What follows belongs to an exercise in optimizing a design on an open flow for small area, a short achievable clock period and few clock cycles per item; a production flow would make more cautious choices.
Where RTL was checked, it was by simulation tests only, not by an equivalence proof against the original.

## cycling_speed_cadence_packet_top
module cycling_speed_cadence_packet_top (
    input  wire                                  i_clk,
    input  wire                                  i_rst_n,
    input  wire                                  i_in_valid,
    output logic                                 o_in_stall,
    input  wire  [7:0]                           i_data_byte,
    input  wire                                  i_last_byte,
    input  wire  [31:0]                          i_now_ms,
    output logic                                 o_out_valid,
    input  wire                                  i_out_stall,
    output logic [7:0]                           o_speed_kmh,
    output logic [15:0]                          o_cadence_rpm,
    output logic                                 o_zero_interval,
    input  wire                                  psel,
    input  wire                                  penable,
    input  wire                                  pwrite,
    input  wire  [2:0]                           paddr,
    input  wire  [31:0]                          pwdata,
    output logic [31:0]                          prdata,
    output logic                                 pready
);
clock: 10.0 ns
lec_check: 0
cap_margin: 20
core_margin: 2
core_utilization: 40
slew_margin: 20
standard.sh (not shown) runs the stock make flow with config.mk's settings and CLKGATE_MAP_FILE= SYNTH_SCRIPT=/design/flow/synth_recipe.tcl, a recipe that flattens the netlist after the stock synthesis.
==> flow/flow/run.sh <==
#!/bin/bash
set -euo pipefail
bash standard.sh SETUP_SLACK_MARGIN=5.6 finish > standard_flow.log 2>&1
Testbench counts at the start, summed over its fixed seeds: cycles 18,016, items 1,600.
Change:
--- a/flow/design.v
+++ b/flow/design.v
@@ -11,16 +11,15 @@
 module cscp_bk_add #(parameter int W = 32) (
     input  wire  [W-1:0] a,
     input  wire  [W-1:0] b,
     input  wire          ci,
     output logic [W-1:0] s,
     output logic         co
 );
-    localparam int L = (W <= 2) ? 1 : (W <= 4) ? 2 : (W <= 8) ? 3 : (W <= 16) ? 4 :
-                       (W <= 32) ? 5 : (W <= 64) ? 6 : 7;
+    localparam int L = (W <= 1) ? 1 : $clog2(W);
     logic [W-1:0] g [0:2*L];
     logic [W-1:0] p [0:2*L];
     logic [W-1:0] p0;
     assign p0 = a ^ b;
     always_comb begin
         g[0] = a & b;
         p[0] = p0;
@@ -80,15 +79,14 @@
     logic [31:0] r_prev_wheel;
     logic [15:0] r_prev_crank;
     logic [31:0] r_prev_time;
     logic [31:0] r_dt;           
     logic [48:0] r_sp;           
     logic [49:0] r_cd;           
     logic        r_fast;         
-    logic [3:0]  r_nw, r_nc;     
     logic        r_mul;          
     logic        r_acc;          
     logic        r_acc_c;        
     logic [4:0]  r_bidx;         
     logic        r_bw, r_bc;     
     logic        r_dwb, r_dcb;   
     logic        r_chk;          
@@ -96,14 +94,15 @@
     logic [4:0]  r_cdiv;         
     logic        r_busy;         
     logic        r_pend;         
     logic        r_zero;         
     logic        r_out_valid;
     logic        in_acc, commit, out_free, start, start_fast, mul_end;
     logic [3:0]  cs;
+    logic [3:0]  nib_w, nib_c;
     logic [20:0] x_w;
     logic [19:0] x_c;
     assign pready = 1'b1;
     assign prdata = {20'd0, r_circ & {12{~paddr[2]}}};
     assign o_in_stall = r_mul || r_acc || r_pend || ((r_cnt == 4'd10) && r_busy);
     assign in_acc     = i_in_valid && !o_in_stall;
     assign commit     = in_acc && i_last_byte && (r_cnt == 4'd10);
@@ -161,28 +160,19 @@
         y  = ~b[15:4];
         ok = ((x[0] ^ y[0]) == (a[3:0] >= b[3:0]));
         for (int i = 1; i < 12; i++) ok = ok && ((x[i] ^ y[i]) == (x[i-1] | y[i-1]));
         below16_16 = ok;
     endfunction
     always_ff @(posedge i_clk) begin
         r_fast <= below16_32(r_wheel, r_prev_wheel) && below16_16(r_crank, r_prev_crank);
-        r_nw   <= r_wheel[3:0] - r_prev_wheel[3:0];
-        r_nc   <= r_crank[3:0] - r_prev_crank[3:0];
     end
-    logic [20:0] pp0, pp1, pp2, pp3, m1s, m1c, m2s, m2c;
-    assign pp0 = {4'd0, r_k & {17{r_nw[0]}}};
-    assign pp1 = {3'd0, r_k & {17{r_nw[1]}}, 1'b0};
-    assign pp2 = {2'd0, r_k & {17{r_nw[2]}}, 2'b0};
-    assign pp3 = {1'd0, r_k & {17{r_nw[3]}}, 3'b0};
-    assign m1s = pp0 ^ pp1 ^ pp2;
-    assign m1c = {(pp0[19:0] & pp1[19:0]) | (pp0[19:0] & pp2[19:0]) | (pp1[19:0] & pp2[19:0]), 1'b0};
-    assign m2s = m1s ^ m1c ^ pp3;
-    assign m2c = {(m1s[19:0] & m1c[19:0]) | (m1s[19:0] & pp3[19:0]) | (m1c[19:0] & pp3[19:0]), 1'b0};
-    cscp_bk_add #(21) u_xw (.a(m2s), .b(m2c), .ci(1'b0), .s(x_w), .co());
-    assign x_c = 20'(r_nc) * 20'(CAD_SCALE);
+    assign nib_w = r_wheel[3:0] - r_prev_wheel[3:0];
+    assign nib_c = r_crank[3:0] - r_prev_crank[3:0];
+    assign x_w   = 21'(nib_w) * 21'(r_k);
+    assign x_c   = 20'(nib_c) * 20'(CAD_SCALE);
     logic dwb, dcb, acc_end;
     assign dwb     = r_wheel[r_bidx] ^ r_prev_wheel[r_bidx] ^ r_bw;
     assign dcb     = r_crank[r_bidx[3:0]] ^ r_prev_crank[r_bidx[3:0]] ^ r_bc;
     assign acc_end = r_acc && !r_mul;
     always_ff @(posedge i_clk) begin
         if (!i_rst_n) begin
             r_mul   <= 1'b0;
Cell count increases slightly.
Count of clock-buffer cells in the layout goes down by 4.
First-iteration DRC count rises by a little under a tenth.
Setup slack loses 0.51 ns.
Worst hold slack hardly moves.
Critical path depth rose by 14.
Only the layout flow was run in the second run of this note; the RTL was not checked for function there.

Setup of before:
The RTL this note starts from:
==> flow/design.v <==
`timescale 1ns / 1ps
`default_nettype none
package cscp_pkg;
    localparam logic [11:0] CIRC_RESET = 12'd2170;
    localparam logic [15:0] CAD_SCALE  = 16'd60000;
endpackage
`default_nettype wire
`timescale 1ns / 1ps
`default_nettype none
import cscp_pkg::*;
module cscp_bk_add #(parameter int W = 32) (
    input  wire  [W-1:0] a,
    input  wire  [W-1:0] b,
    input  wire          ci,
    output logic [W-1:0] s,
    output logic         co
);
    localparam int L = (W <= 1) ? 1 : $clog2(W);
    logic [W-1:0] g [0:2*L];
    logic [W-1:0] p [0:2*L];
    logic [W-1:0] p0;
    assign p0 = a ^ b;
    always_comb begin
        g[0] = a & b;
        p[0] = p0;
        g[0][0] = (a[0] & b[0]) | (p0[0] & ci);
        p[0][0] = 1'b0;
        for (int l = 0; l < L; l++) begin
            g[l+1] = g[l];
            p[l+1] = p[l];
            for (int i = 0; i < W; i++) begin
                if ((i % (2 << l)) == ((2 << l) - 1)) begin
                    g[l+1][i] = g[l][i] | (p[l][i] & g[l][i - (1 << l)]);
                    p[l+1][i] = p[l][i] & p[l][i - (1 << l)];
                end
            end
        end
        for (int l = L; l < 2*L; l++) begin
            g[l+1] = g[l];
            p[l+1] = p[l];
            for (int i = 0; i < W; i++) begin
                if (i >= (3 << (2*L-1-l)) - 1 && ((i + 1 - (3 << (2*L-1-l)) + 3 * 0) % (2 << (2*L-1-l))) == 0) begin
                    g[l+1][i] = g[l][i] | (p[l][i] & g[l][i - (1 << (2*L-1-l))]);
                    p[l+1][i] = p[l][i] & p[l][i - (1 << (2*L-1-l))];
                end
            end
        end
    end
    assign s  = p0 ^ {g[2*L][W-2:0], ci};
    assign co = g[2*L][W-1];
endmodule
module cycling_speed_cadence_packet_top (
    input  wire                                  i_clk,
    input  wire                                  i_rst_n,
    input  wire                                  i_in_valid,
    output logic                                 o_in_stall,
    input  wire  [7:0]                           i_data_byte,
    input  wire                                  i_last_byte,
    input  wire  [31:0]                          i_now_ms,
    output logic                                 o_out_valid,
    input  wire                                  i_out_stall,
    output logic [7:0]                           o_speed_kmh,
    output logic [15:0]                          o_cadence_rpm,
    output logic                                 o_zero_interval,
    input  wire                                  psel,
    input  wire                                  penable,
    input  wire                                  pwrite,
    input  wire  [2:0]                           paddr,
    input  wire  [31:0]                          pwdata,
    output logic [31:0]                          prdata,
    output logic                                 pready
);
    logic [11:0] r_circ;
    logic [16:0] r_k;            
    logic [3:0]  r_cnt;
    logic [1:0]  r_flags;
    logic [31:0] r_wheel;
    logic [15:0] r_crank;
    logic [31:0] r_prev_wheel;
    logic [15:0] r_prev_crank;
    logic [31:0] r_prev_time;
    logic [31:0] r_dt;           
    logic [48:0] r_sp;           
    logic [49:0] r_cd;           
    logic        r_fast;         
    logic        r_mul;          
    logic        r_acc;          
    logic        r_acc_c;        
    logic [4:0]  r_bidx;         
    logic        r_bw, r_bc;     
    logic        r_dwb, r_dcb;   
    logic        r_chk;          
    logic [3:0]  r_sdiv;         
    logic [4:0]  r_cdiv;         
    logic        r_busy;         
    logic        r_pend;         
    logic        r_zero;         
    logic        r_out_valid;
    logic        in_acc, commit, out_free, start, start_fast, mul_end;
    logic [3:0]  cs;
    logic [3:0]  nib_w, nib_c;
    logic [20:0] x_w;
    logic [19:0] x_c;
    assign pready = 1'b1;
    assign prdata = {20'd0, r_circ & {12{~paddr[2]}}};
    assign o_in_stall = r_mul || r_acc || r_pend || ((r_cnt == 4'd10) && r_busy);
    assign in_acc     = i_in_valid && !o_in_stall;
    assign commit     = in_acc && i_last_byte && (r_cnt == 4'd10);
    assign out_free   = !(r_out_valid && i_out_stall);
    assign start      = (commit || r_pend) && out_free;
    assign start_fast = start && r_fast;
    assign mul_end    = r_mul && (r_bidx == 5'd31);
    always_ff @(posedge i_clk) begin
        if (!i_rst_n) begin
            r_circ <= CIRC_RESET;
            r_k    <= 17'(CIRC_RESET) * 17'd18;
        end else if (psel && penable && pwrite && !paddr[2]) begin
            r_circ <= pwdata[11:0];
            r_k    <= {1'b0, pwdata[11:0], 4'd0} + {4'd0, pwdata[11:0], 1'b0};
        end
    end
    assign cs = r_flags[0] ? 4'd7 : 4'd1;
    always_ff @(posedge i_clk) begin
        if (!i_rst_n) begin
            r_cnt <= 4'd0;
        end else if (in_acc) begin
            if (i_last_byte)              r_cnt <= 4'd0;
            else if (r_cnt != 4'd15)      r_cnt <= r_cnt + 4'd1;
        end
    end
    always_ff @(posedge i_clk) begin
        if (in_acc) begin
            if (r_cnt == 4'd0) begin
                r_flags <= i_data_byte[1:0];
                r_wheel <= '0;
                r_crank <= '0;
            end else begin
                if (r_flags[0] && r_cnt == 4'd1) r_wheel[7:0]   <= i_data_byte;
                if (r_flags[0] && r_cnt == 4'd2) r_wheel[15:8]  <= i_data_byte;
                if (r_flags[0] && r_cnt == 4'd3) r_wheel[23:16] <= i_data_byte;
                if (r_flags[0] && r_cnt == 4'd4) r_wheel[31:24] <= i_data_byte;
                if (r_flags[1] && r_cnt == cs)          r_crank[7:0]  <= i_data_byte;
                if (r_flags[1] && r_cnt == cs + 4'd1)   r_crank[15:8] <= i_data_byte;
            end
        end
    end
    function automatic logic below16_32(input logic [31:0] a, input logic [31:0] b);
        logic [27:0] x, y;
        logic        ok;
        x  = a[31:4];
        y  = ~b[31:4];
        ok = ((x[0] ^ y[0]) == (a[3:0] >= b[3:0]));
        for (int i = 1; i < 28; i++) ok = ok && ((x[i] ^ y[i]) == (x[i-1] | y[i-1]));
        below16_32 = ok;
    endfunction
    function automatic logic below16_16(input logic [15:0] a, input logic [15:0] b);
        logic [11:0] x, y;
        logic        ok;
        x  = a[15:4];
        y  = ~b[15:4];
        ok = ((x[0] ^ y[0]) == (a[3:0] >= b[3:0]));
        for (int i = 1; i < 12; i++) ok = ok && ((x[i] ^ y[i]) == (x[i-1] | y[i-1]));
        below16_16 = ok;
    endfunction
    always_ff @(posedge i_clk) begin
        r_fast <= below16_32(r_wheel, r_prev_wheel) && below16_16(r_crank, r_prev_crank);
    end
    assign nib_w = r_wheel[3:0] - r_prev_wheel[3:0];
    assign nib_c = r_crank[3:0] - r_prev_crank[3:0];
    assign x_w   = 21'(nib_w) * 21'(r_k);
    assign x_c   = 20'(nib_c) * 20'(CAD_SCALE);
    logic dwb, dcb, acc_end;
    assign dwb     = r_wheel[r_bidx] ^ r_prev_wheel[r_bidx] ^ r_bw;
    assign dcb     = r_crank[r_bidx[3:0]] ^ r_prev_crank[r_bidx[3:0]] ^ r_bc;
    assign acc_end = r_acc && !r_mul;
    always_ff @(posedge i_clk) begin
        if (!i_rst_n) begin
            r_mul   <= 1'b0;
            r_acc   <= 1'b0;
            r_acc_c <= 1'b0;
        end else begin
            if (start && !r_fast) r_mul <= 1'b1;
            else if (mul_end)     r_mul <= 1'b0;
            r_acc   <= r_mul;
            r_acc_c <= r_mul && !r_bidx[4];
        end
    end
    always_ff @(posedge i_clk) begin
        if (start) begin
            r_bidx <= 5'd0;
            r_bw   <= 1'b0;
            r_bc   <= 1'b0;
        end else if (r_mul) begin
            r_bidx <= r_bidx + 5'd1;
            r_dwb  <= dwb;
            r_dcb  <= dcb;
            r_bw   <= (!r_wheel[r_bidx] && (r_prev_wheel[r_bidx] || r_bw)) ||
                      (r_prev_wheel[r_bidx] && r_bw);
            r_bc   <= (!r_crank[r_bidx[3:0]] && (r_prev_crank[r_bidx[3:0]] || r_bc)) ||
                      (r_prev_crank[r_bidx[3:0]] && r_bc);
        end
    end
    logic cad_small;
    assign cad_small = (r_dt[31:10] != 22'd0) || (r_cd[27:18] < r_dt[9:0]);
    always_ff @(posedge i_clk) begin
        if (!i_rst_n) begin
            r_prev_wheel <= '0;
            r_prev_crank <= '0;
            r_prev_time  <= '0;
        end else begin
            if (start_fast || mul_end) r_prev_wheel <= r_wheel;
            if (r_chk || mul_end)      r_prev_crank <= r_crank;
            if (commit)                r_prev_time  <= i_now_ms;
        end
    end
    logic [35:0] sr;
    logic [36:0] sd;
    logic        sge, sco;
    logic [32:0] cr;
    logic [32:0] cdf;
    logic        cge;
    logic [36:0] sa, sb, sc, cs_s, cs_c;
    logic [17:0] sp_acc;
    logic [16:0] cd_acc;
    assign sr   = {r_sp[43:9], r_sp[8]};
    assign sa   = {1'b0, sr};
    assign sb   = ~{3'b0, r_dt, 2'b00};
    assign sc   = ~{5'b0, r_dt};
    assign cs_s = sa ^ sb ^ sc;
    assign cs_c = (sa & sb) | (sa & sc) | (sb & sc);
    cscp_bk_add #(37) u_sd (.a(cs_s), .b({cs_c[35:0], 1'b1}), .ci(1'b1), .s(sd), .co(sco));
    assign sge = !sd[36];
    assign cr  = {r_cd[49:18], r_cd[17]};
    cscp_bk_add #(33) u_cd (.a(cr), .b(~{1'b0, r_dt}), .ci(1'b1), .s(cdf), .co(cge));
    cscp_bk_add #(17) u_sa (.a(r_sp[48:32]), .b(r_k & {17{r_dwb}}), .ci(1'b0),
                            .s(sp_acc[16:0]), .co(sp_acc[17]));
    cscp_bk_add #(16) u_ca (.a(r_cd[31:16]), .b(CAD_SCALE & {16{r_dcb}}), .ci(1'b0),
                            .s(cd_acc[15:0]), .co(cd_acc[16]));
    logic s_run, c_run, div_done;
    assign s_run    = (r_sdiv != 4'd0);
    assign c_run    = (r_cdiv != 5'd0);
    assign div_done = !r_chk && (r_sdiv <= 4'd1) && (r_cdiv <= 5'd1) && (s_run || c_run);
    always_ff @(posedge i_clk) begin
        if (!i_rst_n) begin
            r_chk       <= 1'b0;
            r_sdiv      <= 4'd0;
            r_cdiv      <= 5'd0;
            r_busy      <= 1'b0;
            r_pend      <= 1'b0;
            r_out_valid <= 1'b0;
        end else begin
            r_chk <= start_fast;
            if (commit)              r_busy <= 1'b1;
            if (commit && !out_free) r_pend <= 1'b1;
            else if (out_free)       r_pend <= 1'b0;
            if (start_fast) begin
                r_sdiv <= 4'd9;
                r_cdiv <= 5'd10;
            end else if (acc_end) begin
                r_sdiv <= 4'd9;
                r_cdiv <= 5'd18;
            end else begin
                if (s_run) r_sdiv <= r_sdiv - 4'd1;
                if (r_chk && !cad_small) r_cdiv <= 5'd18;
                else if (c_run)          r_cdiv <= r_cdiv - 5'd1;
            end
            if (div_done) begin
                r_busy      <= 1'b0;
                r_out_valid <= 1'b1;
            end else if (r_out_valid && !i_out_stall) begin
                r_out_valid <= 1'b0;
            end
        end
    end
    always_ff @(posedge i_clk) begin
        if (div_done) r_zero <= (r_dt == 32'd0);
    end
    always_ff @(posedge i_clk) begin
        if (commit) r_dt <= i_now_ms - r_prev_time;
        if (start) begin
            r_sp <= r_fast ? 49'(x_w) : 49'd0;
        end else if (r_acc) begin
            r_sp <= {sp_acc, r_sp[31:1]};
        end else if (s_run) begin
            r_sp <= {r_sp[48:44], sge ? sd[34:0] : sr[34:0], r_sp[7:0], sge};
        end
        if (start) begin
            r_cd <= r_fast ? {22'd0, x_c, 8'd0} : 50'd0;
        end else if (r_acc_c) begin
            r_cd <= {18'd0, cd_acc, r_cd[15:1]};
        end else if (r_chk && !cad_small) begin
            r_cd <= {30'd0, x_c};
        end else if (c_run) begin
            r_cd <= {cge ? cdf[31:0] : cr[31:0], r_cd[16:0], cge};
        end
    end
    assign o_out_valid     = r_out_valid;
    assign o_speed_kmh     = ((r_sp[48:44] != 5'd0) || r_sp[8]) ? 8'hFF : r_sp[7:0];
    assign o_cadence_rpm   = (r_cd[17] || r_cd[16]) ? 16'hFFFF : r_cd[15:0];
    assign o_zero_interval = r_zero;
endmodule
`default_nettype wire
export LEC_CHECK = 0
export CAP_MARGIN = 20
export CORE_MARGIN = 2
export CORE_UTILIZATION = 40
export SETUP_SLACK_MARGIN = 5
export SLEW_MARGIN = 20
create_clock -name core_clock -period 10.0 [get_ports {i_clk}]
run.sh (not shown) runs the stock make flow with config.mk's settings and CLKGATE_MAP_FILE= SYNTH_SCRIPT=/design/flow/synth_recipe.tcl, a recipe that flattens the netlist after the stock synthesis.
Stock flow here: none of the scripts above is used.
Input changes introduced in after (baseline for comparison: before):
--- a/flow/design.v
+++ b/flow/design.v
@@ -85,9 +85,6 @@
     logic        r_fast;         
     logic        r_mul;          
-    logic        r_acc;          
-    logic        r_acc_c;        
     logic [4:0]  r_bidx;         
     logic        r_bw, r_bc;     
-    logic        r_dwb, r_dcb;   
     logic        r_chk;          
     logic [3:0]  r_sdiv;         
@@ -104,5 +101,5 @@
     assign pready = 1'b1;
     assign prdata = {20'd0, r_circ & {12{~paddr[2]}}};
-    assign o_in_stall = r_mul || r_acc || r_pend || ((r_cnt == 4'd10) && r_busy);
+    assign o_in_stall = r_mul || r_pend || ((r_cnt == 4'd10) && r_busy);
     assign in_acc     = i_in_valid && !o_in_stall;
     assign commit     = in_acc && i_last_byte && (r_cnt == 4'd10);
@@ -170,18 +167,14 @@
     assign x_w   = 21'(nib_w) * 21'(r_k);
     assign x_c   = 20'(nib_c) * 20'(CAD_SCALE);
-    logic dwb, dcb, acc_end;
-    assign dwb     = r_wheel[r_bidx] ^ r_prev_wheel[r_bidx] ^ r_bw;
-    assign dcb     = r_crank[r_bidx[3:0]] ^ r_prev_crank[r_bidx[3:0]] ^ r_bc;
-    assign acc_end = r_acc && !r_mul;
-    always_ff @(posedge i_clk) begin
-        if (!i_rst_n) begin
-            r_mul   <= 1'b0;
-            r_acc   <= 1'b0;
-            r_acc_c <= 1'b0;
+    logic dwb, dcb, c_mul;
+    assign dwb   = r_wheel[r_bidx] ^ r_prev_wheel[r_bidx] ^ r_bw;
+    assign dcb   = r_crank[r_bidx[3:0]] ^ r_prev_crank[r_bidx[3:0]] ^ r_bc;
+    assign c_mul = r_mul && !r_bidx[4];
+    always_ff @(posedge i_clk) begin
+        if (!i_rst_n) begin
+            r_mul <= 1'b0;
         end else begin
             if (start && !r_fast) r_mul <= 1'b1;
             else if (mul_end)     r_mul <= 1'b0;
-            r_acc   <= r_mul;
-            r_acc_c <= r_mul && !r_bidx[4];
         end
     end
@@ -193,6 +186,4 @@
         end else if (r_mul) begin
             r_bidx <= r_bidx + 5'd1;
-            r_dwb  <= dwb;
-            r_dcb  <= dcb;
             r_bw   <= (!r_wheel[r_bidx] && (r_prev_wheel[r_bidx] || r_bw)) ||
                       (r_prev_wheel[r_bidx] && r_bw);
@@ -233,7 +224,7 @@
     assign cr  = {r_cd[49:18], r_cd[17]};
     cscp_bk_add #(33) u_cd (.a(cr), .b(~{1'b0, r_dt}), .ci(1'b1), .s(cdf), .co(cge));
-    cscp_bk_add #(17) u_sa (.a(r_sp[48:32]), .b(r_k & {17{r_dwb}}), .ci(1'b0),
+    cscp_bk_add #(17) u_sa (.a(r_sp[48:32]), .b(r_k & {17{dwb}}), .ci(1'b0),
                             .s(sp_acc[16:0]), .co(sp_acc[17]));
-    cscp_bk_add #(16) u_ca (.a(r_cd[31:16]), .b(CAD_SCALE & {16{r_dcb}}), .ci(1'b0),
+    cscp_bk_add #(16) u_ca (.a(r_cd[31:16]), .b(CAD_SCALE & {16{dcb}}), .ci(1'b0),
                             .s(cd_acc[15:0]), .co(cd_acc[16]));
     logic s_run, c_run, div_done;
@@ -257,5 +248,5 @@
                 r_sdiv <= 4'd9;
                 r_cdiv <= 5'd10;
-            end else if (acc_end) begin
+            end else if (mul_end) begin
                 r_sdiv <= 4'd9;
                 r_cdiv <= 5'd18;
@@ -280,5 +271,5 @@
         if (start) begin
             r_sp <= r_fast ? 49'(x_w) : 49'd0;
-        end else if (r_acc) begin
+        end else if (r_mul) begin
             r_sp <= {sp_acc, r_sp[31:1]};
         end else if (s_run) begin
@@ -287,5 +278,5 @@
         if (start) begin
             r_cd <= r_fast ? {22'd0, x_c, 8'd0} : 50'd0;
-        end else if (r_acc_c) begin
+        end else if (c_mul) begin
             r_cd <= {18'd0, cd_acc, r_cd[15:1]};
         end else if (r_chk && !cad_small) begin
Findings:
- On area of the multi-input gates, the higher figure sits with after, not before.
- [after vs before] flip-flop and latch count after synthesis: lower in after
- Taking before as the reference, in after area overhead of the layout relative to synthesis increased by 0.74 points relative to the old numbers, non-clock buffer count in the final layout went up 2.1%, routed length per placed instance went up by 8.1%.
Function was not checked in any run of this note: the RTL went through the layout flow alone.

## separate check: timing with driven ports
Ports are ideal in the flow. The routed layouts listed here were re-timed in OpenROAD.
Step 1: set_driving_cell puts a clkbuf_16 on i_clk and a buf_2 on each other input, an assumption about the parent block.
Step 2 moves the port delays by t, midway between the first and last clock arrival at a register: inputs arrive t later, outputs are due t later. That takes back most of the time a late clock gives input paths.
Slacks: ideal ports / drivers / drivers and shift; pairs: ideal ports / drivers.
run | t, ns | setup WS [ns] | hold slack, ns | worst slew at a driven data input, ns | cell pins on the clock port's net
the first run of note 1 | 0.625 | 5.595 / 5.552 / 5.136 | 0.452 / 0.452 / 0.452 | 0.06 | 1
the second run of note 1 | 0.613 | 5.085 / 5.085 / 5.085 | 0.451 / 0.451 / 0.451 | 0.11 | 1
before | 0.611 | 5.018 / 5.018 / 4.551 | 0.450 / 0.450 / 0.450 | 0.05 | 1
after | 0.644 | 4.764 / 4.764 / 4.520 | 0.460 / 0.460 / 0.460 | 0.06 | 1
After both steps every run listed still meets setup and hold. For before, which loses most, drivers alone change the setup slack by 0.000 ns; drivers and shift together by -0.467 ns.
